Context: an optimization exercise on an open-source flow, tuned for small area. The choices shown serve that exercise and are no tape-out recipe.
Function was checked by simulation only, so behaviour that the tests miss may differ from the original.
Power is estimated from default activity; no workload was simulated.

// regfile_bank
module regfile_bank (
   input  logic        i_clk,
   input  logic        i_rst,
   input  logic [4:0]  i_sela,
   input  logic [4:0]  i_selb,
   output logic [63:0] o_ina,
   output logic [63:0] o_inb,
   input  logic [4:0]  i_write_reg,
   input  logic [63:0] i_write_data,
   input  logic        i_write_en,
   input  logic        i_clear,
   output logic        o_ready
);
Size in the first run: ~75000 sq um of cells after synthesis.
==> flow/config.mk <==
export PLATFORM = sky130hd
export DESIGN_NAME = regfile_bank
export DESIGN_NICKNAME = regfile_bank
export VERILOG_FILES = /design/flow/design.v
export SDC_FILE = /design/flow/constraint.sdc
export NUM_CORES = 4
export LEC_CHECK = 0
export CAP_MARGIN = 20
export CORE_MARGIN = 2
export CORE_UTILIZATION = 45
export CTS_BUF_LIST = sky130_fd_sc_hd__clkbuf_8
export CTS_CLUSTER_DIAMETER = 90
export CTS_CLUSTER_SIZE = 14
export SLEW_MARGIN = 20
export SYNTH_HIERARCHICAL = 1
==> flow/constraint.sdc <==
create_clock -name core_clock -period 7.0 [get_ports {i_clk}]
set_input_delay 1.4000 -clock core_clock [delete_from_list [all_inputs] [get_ports {i_clk}]]
set_output_delay 1.4000 -clock core_clock [all_outputs]
set_load 0.01 [all_outputs]
standard.sh (not shown) runs the stock make flow with config.mk's settings and CLKGATE_MAP_FILE= SYNTH_SCRIPT=/design/flow/synth_recipe.tcl, a recipe that flattens the netlist after the stock synthesis.
==> flow/flow/run.sh <==
#!/bin/bash
# The standard layout (standard.sh, unchanged synthesis), with the port buffers that
# buffer_ports inserts on every input and output made buf_2 instead of its default pick.
set -euo pipefail
export BUFFER_PORTS_ARGS="-buffer_cell sky130_fd_sc_hd__buf_2"
bash standard.sh finish > standard.log 2>&1
==> next run, changes <==
==> flow/run.sh (new file) <==
#!/bin/bash
# synth_recipe.tcl (not shown) runs the flow's synth.tcl, then flattens the netlist and writes it again
# the make line also repeats each setting of config.mk as NAME=value (left out here)
make -C /OpenROAD-flow-scripts/flow DESIGN_CONFIG=/design/flow/config.mk WORK_HOME=/design/flow/orfs CLKGATE_MAP_FILE= SYNTH_SCRIPT=/design/flow/synth_recipe.tcl finish
CORE_UTILIZATION = 40   (was 45)
CTS_BUF_LIST = default   (was sky130_fd_sc_hd__clkbuf_8)
CTS_CLUSTER_DIAMETER = default   (was 90)
CTS_CLUSTER_SIZE = default   (was 14)
removed: flow/flow/run.sh
removed: flow/standard.sh
Effect: The changed run completed without violations. Setup slack loses 0.30 ns. Critical path depth stays the same. Cell count goes up by 6.0%. Clock-buffer cell count goes up by 139. Die area goes up by 12%. Combinational power goes up by about 4%. Power goes up by 28%. Global-route usage goes down by 5.1 points. Clock skew goes down by 0.012 ns.

========
The RTL this note starts from:
==> flow/design.v <==
module regfile_bank_aoi222 (
   input  logic a0, s0, a1, s1, a2, s2,
   output logic y
);
   assign y = ~((a0 & s0) | (a1 & s1) | (a2 & s2));
endmodule
module regfile_bank_nand2 (
   input  logic a0, s0,
   output logic y
);
   assign y = ~(a0 & s0);
endmodule
module regfile_bank_nand11 (
   input  logic [10:0] n,
   output logic        y
);
   assign y = ~&n;
endmodule
module regfile_bank_ao22 (
   input  logic q, h, w, l,
   output logic d
);
   assign d = (q & h) | (w & l);
endmodule
module regfile_bank_rdbit (
   input  logic [31:1] q,
   input  logic [31:1] s,
   output logic        y
);
   logic [10:0] n;
   for (genvar g = 0; g < 10; g++) begin : g_aoi
      regfile_bank_aoi222 u_aoi (
         .a0(q[3*g+1]), .s0(s[3*g+1]),
         .a1(q[3*g+2]), .s1(s[3*g+2]),
         .a2(q[3*g+3]), .s2(s[3*g+3]),
         .y(n[g])
      );
   end
   regfile_bank_nand2 u_last (.a0(q[31]), .s0(s[31]), .y(n[10]));
   regfile_bank_nand11 u_or (.n(n), .y(y));
endmodule
module regfile_bank (
   input  logic        i_clk,
   input  logic        i_rst,
   input  logic [4:0]  i_sela,
   input  logic [4:0]  i_selb,
   output logic [63:0] o_ina,
   output logic [63:0] o_inb,
   input  logic [4:0]  i_write_reg,
   input  logic [63:0] i_write_data,
   input  logic        i_write_en,
   input  logic        i_clear,
   output logic        o_ready
);
   logic        ready_q;
   logic [4:0]  idx_q;
   logic [63:0] regs_q [1:31];
   logic [63:0] regs_d [1:31];
   always_ff @(posedge i_clk or negedge i_rst) begin
      if (!i_rst) begin
         ready_q <= 1'b0;
         idx_q   <= 5'd1;
      end else if (i_clear) begin
         ready_q <= 1'b0;
         idx_q   <= 5'd1;
      end else if (!ready_q) begin
         if (idx_q == 5'd31) ready_q <= 1'b1;
         else                idx_q   <= idx_q + 5'd1;
      end
   end
   logic [31:1] ld, hold, sa, sb;
   always_comb begin
      for (int r = 1; r < 32; r++) begin
         ld[r]   = ready_q && !i_clear && i_write_en && (i_write_reg == 5'(r));
         hold[r] = !(ld[r] || (!ready_q && (idx_q == 5'(r))));
         sa[r]   = ready_q && (i_sela == 5'(r));
         sb[r]   = ready_q && (i_selb == 5'(r));
      end
   end
   for (genvar r = 1; r < 32; r++) begin : g_reg
      for (genvar b = 0; b < 64; b++) begin : g_bit
         regfile_bank_ao22 u_nxt (
            .q(regs_q[r][b]), .h(hold[r]), .w(i_write_data[b]), .l(ld[r]), .d(regs_d[r][b])
         );
      end
   end
   always_ff @(posedge i_clk) begin
      for (int r = 1; r < 32; r++) begin
         regs_q[r] <= regs_d[r];
      end
   end
   for (genvar b = 0; b < 64; b++) begin : g_rd
      logic [31:1] col;
      for (genvar r = 1; r < 32; r++) begin : g_col
         assign col[r] = regs_q[r][b];
      end
      regfile_bank_rdbit u_a (.q(col), .s(sa), .y(o_ina[b]));
      regfile_bank_rdbit u_b (.q(col), .s(sb), .y(o_inb[b]));
   end
   assign o_ready = ready_q;
endmodule
Settings: LEC_CHECK=0, CAP_MARGIN=20, CORE_MARGIN=2, CORE_UTILIZATION=45, CTS_BUF_LIST=sky130_fd_sc_hd__clkbuf_16, CTS_CLUSTER_DIAMETER=80, CTS_CLUSTER_SIZE=25, SLEW_MARGIN=20, SYNTH_HIERARCHICAL=1; clock period 7.0 ns.
==> flow/flow/run.sh <==
#!/bin/bash
# The standard layout (standard.sh, unchanged synthesis), with the port buffers that
# buffer_ports inserts on every input and output made buf_2 instead of its default pick.
set -euo pipefail
export BUFFER_PORTS_ARGS="-buffer_cell sky130_fd_sc_hd__buf_2"
bash standard.sh finish > standard.log 2>&1
Edit:
CTS_BUF_LIST = sky130_fd_sc_hd__clkbuf_8   (was sky130_fd_sc_hd__clkbuf_16)
CTS_CLUSTER_DIAMETER = 90   (was 80)
CTS_CLUSTER_SIZE = 16   (was 25)
Result: Combinational power stays flat. Routed wire length is about the same. Sequential cell count stays the same. Worst setup slack degrades by 0.10 ns. Utilization shrinks by 0.86 points. Critical path depth does not change. Clock skew rises by 0.010 ns. Sequential share of layout area goes up by 0.78 points. Power came out lower by about 9%. Global-route usage goes up by 0.14 points. Maximum frequency decreases by 1.5%.

-- what the ideal ports hide --
The flow's constraints put no driver on any port. The routed layouts listed below were extracted and timed again, unchanged, in two steps.
Step 1 (the two cells are an assumption about what drives the block):
set clk [get_ports {i_clk}]
set_driving_cell -lib_cell sky130_fd_sc_hd__clkbuf_16 $clk
set_driving_cell -lib_cell sky130_fd_sc_hd__buf_2 [delete_from_list [all_inputs] $clk]
Step 2 adds t to the input delays and takes it off the output delays; t is the mean of the earliest and latest rising clock arrival at the registers after step 1. Input paths then give back, and output paths get back, about the clock's delay inside the block.
Three values: no drivers, after step 1, after step 2; two values: the first two.
run | shift t [ns] | setup WS [ns] | hold WS [ns] | worst setup path at the end
the first run of note 1 | 1.039 | 0.444 / 0.355 / 0.431 | 0.255 / 0.184 / 0.517 | input to output
the second run of note 1 | 0.946 | 0.149 / 0.005 / 0.005 | 0.509 / 0.509 / 0.509 | input to output
the first run of note 2 | 0.877 | 0.478 / 0.453 / 0.453 | 0.410 / 0.341 / 0.516 | input to output
the second run of note 2 | 1.050 | 0.377 / 0.291 / 0.362 | 0.245 / 0.178 / 0.517 | input to output
After both steps setup and hold are still met in every run listed. For the second run of note 1, which loses most, drivers alone change the setup slack by -0.144 ns; drivers and shift together by -0.144 ns.
